This is an optimization exercise on Yosys and OpenROAD, whose aim is small area, a short achievable clock period and few clock cycles, not a production implementation.
The RTL was checked by simulation tests, not by an equivalence proof against the original design.
No activity file was given, so power comes from the tool's default toggle rates.

$ cat design/flow/design.v
module mem_ctrl_param #(
  parameter int DATA_W = 8,
  parameter int ADDR_W = 8,
  parameter int DEPTH  = 256,
  parameter int RD_LAT = 1
) (
  input  logic                clk,
  input  logic                rst,
  input  logic                req_valid,
  output logic                req_ready,
  input  logic                req_we,
  input  logic [ADDR_W-1:0]   req_addr,
  input  logic [DATA_W-1:0]   req_wdata,
  input  logic [DATA_W/8-1:0] req_be,
  output logic                rsp_valid,
  input  logic                rsp_ready,
  output logic [DATA_W-1:0]   rsp_rdata,
  output logic                rsp_err,
  output logic                busy
);
  localparam int NB = DATA_W / 8;
  localparam int PB = 0;
  localparam int SW = DATA_W + PB;      
  localparam logic [ADDR_W:0] DEPTH_L = (ADDR_W+1)'(DEPTH);
  localparam int NG = 8;                            
  localparam int GS = (DEPTH + NG - 1) / NG;        
  localparam int QD = 4;
  localparam int OW = $clog2(QD + 1);
  logic              accept, take;
  logic              full_q, busy_q;    
  logic              ready_q;           
  logic [OW-1:0]     outs_q, outs_d;
  logic              a_valid;           
  logic              a_wr;              
  logic              a_we, a_oor;
  logic [DEPTH-1:0]  a_sel;             
  logic [DATA_W-1:0] a_wdata;
  logic [NB-1:0]     a_be;
  logic              b_valid;
  logic              b_we, b_oor;
  logic [SW-1:0]     b_grp [NG];
  logic [DEPTH*SW-1:0] mem_flat;
  logic [SW-1:0]     grp_d [NG];
  logic [SW-1:0]     rd_word;
  logic [DATA_W-1:0] res_data;
  logic              res_err, rd_perr;
  logic [DATA_W-1:0] q_d [QD];
  logic              q_e [QD];
  logic              out_valid, out_err;
  logic [DATA_W-1:0] out_data;
  assign req_ready = !full_q;
  assign busy      = busy_q;
  assign rsp_valid = out_valid;
  assign rsp_rdata = out_data;
  assign rsp_err   = out_err;
  assign accept = req_valid && ready_q;
  assign take   = (q_n != '0) && rsp_ready;    
  always_ff @(posedge clk) begin
    a_wr    <= accept && req_we && ({1'b0, req_addr} < DEPTH_L);
    a_we    <= req_we;
    a_oor   <= ({1'b0, req_addr} >= DEPTH_L);
    a_wdata <= req_wdata;
    a_be    <= req_be;
    for (int w = 0; w < DEPTH; w++) a_sel[w] <= (req_addr == ADDR_W'(w));
  end
  for (genvar w = 0; w < DEPTH; w++) begin : g_word
    logic [SW-1:0] word_q;
    always_ff @(posedge clk) begin
      for (int b = 0; b < NB; b++) begin
        if (a_wr && a_sel[w] && a_be[b]) begin
          word_q[8*b +: 8] <= a_wdata[8*b +: 8];
          if (PB != 0) word_q[DATA_W + (b % (PB + 1))] <= ^a_wdata[8*b +: 8];
        end
      end
    end
    assign mem_flat[w*SW +: SW] = word_q;
  end
  always_comb begin
    for (int g = 0; g < NG; g++) begin
      grp_d[g] = '0;
      for (int w = g * GS; w < (g + 1) * GS && w < DEPTH; w++)
        grp_d[g] = grp_d[g] | ({SW{a_sel[w]}} & mem_flat[w*SW +: SW]);
    end
  end
  always_ff @(posedge clk) begin
    b_we  <= a_we;
    b_oor <= a_oor;
    for (int g = 0; g < NG; g++) b_grp[g] <= grp_d[g];
  end
  always_comb begin
    rd_word = '0;
    for (int g = 0; g < NG; g++) rd_word = rd_word | b_grp[g];
    rd_perr = 1'b0;
    for (int b = 0; b < PB; b++)
      rd_perr = rd_perr | (^{rd_word[8*b +: 8], rd_word[DATA_W + b]});
  end
  assign res_data = b_we ? '0 : rd_word[DATA_W-1:0];
  assign res_err  = b_oor || (!b_we && rd_perr);
  always_comb begin
    outs_d = outs_q + OW'(accept) - OW'(take);
  end
  always_ff @(posedge clk or posedge rst) begin
    if (rst) begin
      a_valid <= 1'b0;
      b_valid <= 1'b0;
      ready_q <= 1'b1;
      full_q  <= 1'b0;
      busy_q  <= 1'b0;
      outs_q  <= '0;
    end else begin
      a_valid <= accept;
      b_valid <= a_valid;
      ready_q <= (outs_d < OW'(QD));
      full_q  <= (outs_d >= OW'(QD));
      busy_q  <= (outs_d != '0);
      outs_q  <= outs_d;
    end
  end
  localparam int PW = $clog2(QD);
  logic [PW-1:0] wr_ptr, rd_ptr, rd_ptr_d;
  logic [OW-1:0] q_n, q_left;
  assign rd_ptr_d = rd_ptr + PW'(take);
  assign q_left   = q_n - OW'(take);
  always_ff @(posedge clk or posedge rst) begin
    if (rst) begin
      wr_ptr    <= '0;
      rd_ptr    <= '0;
      q_n       <= '0;
      out_valid <= 1'b0;
    end else begin
      wr_ptr    <= wr_ptr + PW'(b_valid);
      rd_ptr    <= rd_ptr_d;
      q_n       <= q_left + OW'(b_valid);
      out_valid <= (q_left != '0) || b_valid;
    end
  end
  always_ff @(posedge clk) begin
    if (b_valid) begin
      q_d[wr_ptr] <= res_data;
      q_e[wr_ptr] <= res_err;
    end
    if (q_left == '0) begin
      out_data <= res_data;
      out_err  <= res_err;
    end else begin
      out_data <= q_d[rd_ptr_d];
      out_err  <= q_e[rd_ptr_d];
    end
  end
endmodule
module mem_ctrl_top (
  input  logic        clk,
  input  logic        rst,
  input  logic        req_valid,
  output logic        req_ready,
  input  logic        req_we,
  input  logic [7:0]  req_addr,
  input  logic [31:0] req_wdata,
  input  logic [3:0]  req_be,
  output logic        rsp_valid,
  input  logic        rsp_ready,
  output logic [31:0] rsp_rdata,
  output logic        rsp_err,
  output logic        busy
);
  mem_ctrl_param #(.DATA_W(32), .ADDR_W(8), .DEPTH(200), .RD_LAT(3)) u_ctrl (
    .clk(clk), .rst(rst), .req_valid(req_valid), .req_ready(req_ready), .req_we(req_we),
    .req_addr(req_addr), .req_wdata(req_wdata), .req_be(req_be), .rsp_valid(rsp_valid),
    .rsp_ready(rsp_ready), .rsp_rdata(rsp_rdata), .rsp_err(rsp_err), .busy(busy));
endmodule
$ cat design/flow/flow/run.sh
#!/bin/bash
# Standard layout, except that after placement the registers that drive output ports are
# moved next to their output buffers (flow/move_out.tcl). Each tool's output goes to a log here.
set -euo pipefail
bash standard.sh place > log_place.txt 2>&1
res=orfs/results/${FLOW_PLATFORM}/mem_ctrl_top/base
PLACE_ODB=$res/3_place.odb openroad -no_init -exit flow/move_out.tcl > log_move_out.txt 2>&1
bash standard.sh finish > log_finish.txt 2>&1
$ cat design/flow/flow/move_out.tcl
# Move each register that drives an output port's buffer next to that buffer, so that the
# register-to-output path does not cross the die; then legalize the placement.
read_db $::env(PLACE_ODB)
set block [ord::get_db_block]
set moved 0
foreach bt [$block getBTerms] {
  if {[$bt getIoType] ne "OUTPUT"} continue
  set net [$bt getNet]
  if {$net eq "NULL"} continue
  set buf ""
  foreach it [$net getITerms] { if {[$it isOutputSignal]} { set buf [$it getInst] } }
  if {$buf eq ""} continue
  set in ""
  foreach it [$buf getITerms] { if {[$it isInputSignal]} { set in $it } }
  if {$in eq "" || [$in getNet] eq "NULL"} continue
  # walk back from the buffer through single-load inverters and buffers to a register
  set chain {}
  set ff ""
  while {1} {
    set inet [$in getNet]
    set drv ""
    set nload 0
    foreach it [$inet getITerms] {
      if {[$it isOutputSignal]} { set drv [$it getInst] } elseif {[$it isInputSignal]} { incr nload }
    }
    if {$drv eq "" || $nload != 1 || [llength [$inet getBTerms]] != 0} break
    set m [[$drv getMaster] getName]
    if {[string match "*__df*" $m]} { set ff $drv; break }
    if {![string match "*__inv_*" $m] && ![string match "*__buf_*" $m]} break
    lappend chain $drv
    set in ""
    foreach it [$drv getITerms] { if {[$it isInputSignal]} { set in $it } }
    if {$in eq "" || [$in getNet] eq "NULL"} break
  }
  if {$ff eq ""} continue
  set loc [$buf getLocation]
  $ff setLocation [lindex $loc 0] [lindex $loc 1]
  $ff setPlacementStatus PLACED
  foreach c $chain { $c setLocation [lindex $loc 0] [lindex $loc 1]; $c setPlacementStatus PLACED }
  incr moved
  puts "moved [$ff getName] to $loc for [$bt getName]"
}
puts "moved $moved registers"
detailed_placement
check_placement -verbose
write_db $::env(PLACE_ODB)
$ cat design/flow/standard.sh
#!/bin/bash
# synth_recipe.tcl (not shown) runs the flow's synth.tcl, then flattens the netlist and writes it again
# the make line also repeats each setting of config.mk as NAME=value (left out here)
make -C /OpenROAD-flow-scripts/flow DESIGN_CONFIG=/design/flow/config.mk WORK_HOME=/design/flow/orfs CLKGATE_MAP_FILE= SYNTH_SCRIPT=/design/flow/synth_recipe.tcl "${@:-finish}"
$ cat design/flow/config.mk
export PLATFORM = sky130hd
export DESIGN_NAME = mem_ctrl_top
export DESIGN_NICKNAME = mem_ctrl_top
export VERILOG_FILES = /design/flow/design.v
export SDC_FILE = /design/flow/constraint.sdc
export NUM_CORES = 4
export LEC_CHECK = 0
export CAP_MARGIN = 30
export CORE_MARGIN = 2
export CORE_UTILIZATION = 45
export CTS_BUF_LIST = sky130_fd_sc_hd__clkbuf_8 sky130_fd_sc_hd__clkbuf_16
export CTS_CLUSTER_DIAMETER = 100
export CTS_CLUSTER_SIZE = 30
export SETUP_SLACK_MARGIN = 3.3
export SLEW_MARGIN = 40
export SYNTH_MEMORY_MAX_BITS = 8192
$ cat design/flow/constraint.sdc
create_clock -name core_clock -period 6.0 [get_ports {clk}]
set_input_delay 1.2000 -clock core_clock [delete_from_list [all_inputs] [get_ports {clk}]]
set_output_delay 1.2000 -clock core_clock [all_outputs]
set_load 0.01 [all_outputs]
==> qor_table.md <==
| Result | This run |
|:---|:---|
| Outcome | timing/DRC/antenna clean |
| Fraction of final layout cells with drive strength greater than 1 | 0.0740 |
| Reg-to-reg slack, setup | 3280 ps |
| Wire length of the first global-routing pass | 996000 um |
| Post-placement cell area | 259000 um^2 |
| Post-route standard cell area excluding fillers | 268000 um^2 |
| Clock sinks | 7078 |
| Total count of max-transition violations in the final report | 0 |
| Vias in the first global route | 127561 |
| Via density per instance | 6.48 |
| Number of port buffers | 84 |
| Synthesized net count | 13496 |
| Number of buffers created by CTS | 279 |
| Power per unit of standard cell area | 310 nW/um^2 |
| CTS tree | done |
| Final worst-path setup slack | 3180 ps |
| Slew at the pin closest to its max-slew limit | 1110 ps |
| Cells after synthesis | 13438 |
| Post-synth cell types | 40 |
| Die width | 748 um |
| Number of design rule violations left after detail routing | 0 |
| Average wire per standard cell | 34.7 um |
| Total GRT Usage | 0.247 |
| Clock transition at path regs | 120 ps |
| Antenna viol nets, final | 0 |
| Type of origin of the critical path | register |
| Crit path kind | reg2out |
| Starting utilization of the core area | 0.452 |
| Synthesis-stage register bit count | 7078 |
| Endpoint arrival time on the critical path | 1620 ps |
| Cell at the root of the clock tree | sky130_fd_sc_hd__clkbuf_16 |
| Worst clock skew | 76.4 ps |
| Type of destination of the critical path | primary output |
| Peak Freq | 354 MHz |
| Proportion of synthesized flip-flops having asynchronous set or reset | 0.00226 |
| Detailed Place HPWL | 437000 um |
| Min cycle time layout | 2820 ps |
| Most common cell after layout, fill and taps aside | sky130_fd_sc_hd__edfxtp_1 |
| Insertion delay of the later-clocked pin in the worst-skew pair | 1050 ps |
| Top area cells in the synthesized netlist | sky130_fd_sc_hd__edfxtp_1 79%, sky130_fd_sc_hd__a22oi_1 5.4%, sky130_fd_sc_hd__dfxtp_1 4.3% |
| I/O pin cnt | 85 |
| Ys flop type | sky130_fd_sc_hd__edfxtp_1 |
| Multi-input gate area | 38800 um^2 |
| Total negative setup slack | 0 ps |
| Number of antenna violations at the first check in global routing | 60 |
| H-tree level count | 5 |
| Pin count of the biggest net entering global routing | 157 |
| Area delta synth->final | 7.48% |
| Largest voltage drop on the vdd net | 277 uV |
| Core area | 552000 um^2 |
| Sequential cell area | 208000 um^2 |
| Final hold violation count | 0 |
| WL final | 717000 um |
| Worst relative slew slack | 0.259 |
| Hold buffers post-CTS | 0 |
| Clk buf depth | 4 |
| RD Place Congestion | 0.855 |
| Final global-route overflow total | 0 |
| Combined area of all synthesized cells | 249000 um^2 |
| Endpoint required time on the critical path | 4800 ps |
| Critical path fanouts, max | 1 |
| Full die area | 560000 um^2 |
| Vert. Die Dim | 748 um |
| Area share of the largest cell type after synthesis | 0.786 |
| Sequential-to-total area share from yosys stat | 0.831 |
| Synthesized area per cell | 18.6 um^2 |
| Number of fillers in the final layout | 45135 |
| Final-report setup violation count | 0 |
| Routed via count | 133920 |
| Leading area contributor after synthesis | sky130_fd_sc_hd__edfxtp_1 |
| Setup repair after global routing missed its margin | yes |
| Number of detailed-routing iterations run before antenna repair | 10 |
| Max-cap violation count | 0 |
| Post-route clock period utilization | 0.470 |
| Leak | 0.0844 uW |
| Num rows | 273 |
| Post-synth EDFFs | 6532 |
| Commonest non-fill, non-tap cells in the layout | 6532 x sky130_fd_sc_hd__edfxtp_1, 1792 x sky130_fd_sc_hd__a22oi_1, 801 x sky130_fd_sc_hd__and3_1, 513 x sky130_fd_sc_hd__nand4_1 |
| YS warnings | 3 |
| Hold crit path type | reg2reg |
| Final nets | 13170 |
| Placement Setup Slack | 1280 ps |
| DRT iter0 DRCs | 21074 |
==> final timing paths <==
| check | startpoint | endpoint | cells after the start |
|---|---|---|---|
| min in group asynchronous | rst | u_ctrl.outs_q[1] | 2 |
| hold reg to reg | u_ctrl.a_we | u_ctrl.b_we | 0 |
| setup / recovery | u_ctrl.full_q | req_ready | 2 |
| max in group asynchronous | rst | u_ctrl.q_n[2] | 2 |
| hold / removal | u_ctrl.a_we | u_ctrl.b_we | 0 |
| setup reg to reg | u_ctrl.a_wr | u_ctrl.g_word[10].word_q[27] | 2 |
==> cells in the mapped netlist, types with 32 or more instances <==
| cell | number |
|---|---|
| sky130_fd_sc_hd__nand4_1 | 513 |
| sky130_fd_sc_hd__a222oi_1 | 256 |
| sky130_fd_sc_hd__and3_1 | 802 |
| sky130_fd_sc_hd__dfxtp_1 | 530 |
| sky130_fd_sc_hd__mux2_2 | 32 |
| sky130_fd_sc_hd__edfxtp_1 | 6532 |
| sky130_fd_sc_hd__a22oi_1 | 1792 |
| sky130_fd_sc_hd__nand3_1 | 267 |
| sky130_fd_sc_hd__nor2_1 | 462 |
| sky130_fd_sc_hd__a21oi_1 | 32 |
| sky130_fd_sc_hd__clkbuf_1 | 963 |
| sky130_fd_sc_hd__nor4_1 | 64 |
| sky130_fd_sc_hd__buf_1 | 45 |
| sky130_fd_sc_hd__a22o_1 | 512 |
| sky130_fd_sc_hd__a221oi_1 | 512 |
==> state kept, by name, indices dropped and copies added (netlist names), 3 cells and up <==
register,count
u_ctrl.g_word.word_q,6400
u_ctrl.b_grp,256
u_ctrl.a_sel,200
u_ctrl.q_d,128
u_ctrl.a_wdata,32
u_ctrl.out_data,32
u_ctrl.a_be,4
u_ctrl.q_e,4
u_ctrl.outs_q,3
u_ctrl.q_n,3
==> cell type report <==
type | instances | area share
flip-flops and latches | 7078 | 0.774
multi-input cells | 5332 | 0.145
well taps | 7287 | 0.0340
clock buffers | 289 | 0.0270
repair buffers | 410 | 0.0150
clock inverters | 221 | 0.00433
diodes | 47 | 0.000439
inverters | 11 | 0.000154
==> metrics by stage <==
step	utilization	hold slack, ps	cells	total power, uW
after global routing	0.485	359	20650	84900
after global placement	0.468	320	20096	59400
after detailed placement	0.469	321	20103	59500
after floorplan	-	310	13438	57300
final	0.485	349	20675	83000
after CTS	0.485	347	20620	83200
==> metal layers <==
layer | share of wire | global-route usage
met1 | 0.40 | 0.353
met2 | 0.48 | 0.401
met3 | 0.086 | 0.0294
met4 | 0.033 | 0.0758
met5 | 0.000095 | 0
==> logic make-up (layout without fill, tap and decap cells) <==
family | after synthesis | count (layout) | synth area share
buf+inv | 1029 | 931 | 0.0157
compound gates | 3107 | 3107 | 0.101
other cells | 0 | 47 | 0
flops | 7078 | 7078 | 0.831
fa+ha+maj | 9 | 9 | 0.000482
mux | 66 | 66 | 0.00445
simple gates | 2142 | 2143 | 0.0476
xor+xnor | 7 | 7 | 0.000276
==> report_power, final <==
| group | switching, uW | internal (uW) |
|---|---|---|
| registers | 439 | 54200 |
| clock network | 14900 | 9060 |
| logic | 3080 | 1330 |
| total | 18400 | 64600 |
==> critical path, cell delays in order, from the launching register on <==
cell,delay (ps)
sky130_fd_sc_hd__dfrtp_1,400
sky130_fd_sc_hd__inv_1,80
sky130_fd_sc_hd__buf_6,100
==> timing repair <==
action                                  CTS  global route
pin swaps                                 2             2
resized for setup                       213            16
setup buffers                             5             3
gates cloned                              2             0
endpoints found under the setup margin  255           702
Testbench counts, summed over its fixed seeds: cycles 4,824.

-- port drivers added, routing unchanged --
No port has a modelled driver above. Below, the same layout with a new extraction and two added sets of constraints. Step 1 (the two cells are an assumption about what drives the block):
set clk [get_ports {clk}]
set_driving_cell -lib_cell sky130_fd_sc_hd__clkbuf_16 $clk
set_driving_cell -lib_cell sky130_fd_sc_hd__buf_2 [delete_from_list [all_inputs] $clk]
Step 2 times the ports against the registers' clock, not the clock port: input delays grow and output delays shrink by t, the midpoint of the rising clock arrivals with the driver on. a / b / c = ideal / step 1 / step 2; a / b = the first two.
shift t [ns]: 1.132
setup slack, ns: 3.179 / 3.062 / 2.305
worst setup path after step 2: input to register
cell pins on the clock port's net: 1
After both steps setup and hold are still met in this run. For this run, drivers alone change the setup slack by -0.117 ns; drivers and shift together by -0.874 ns.
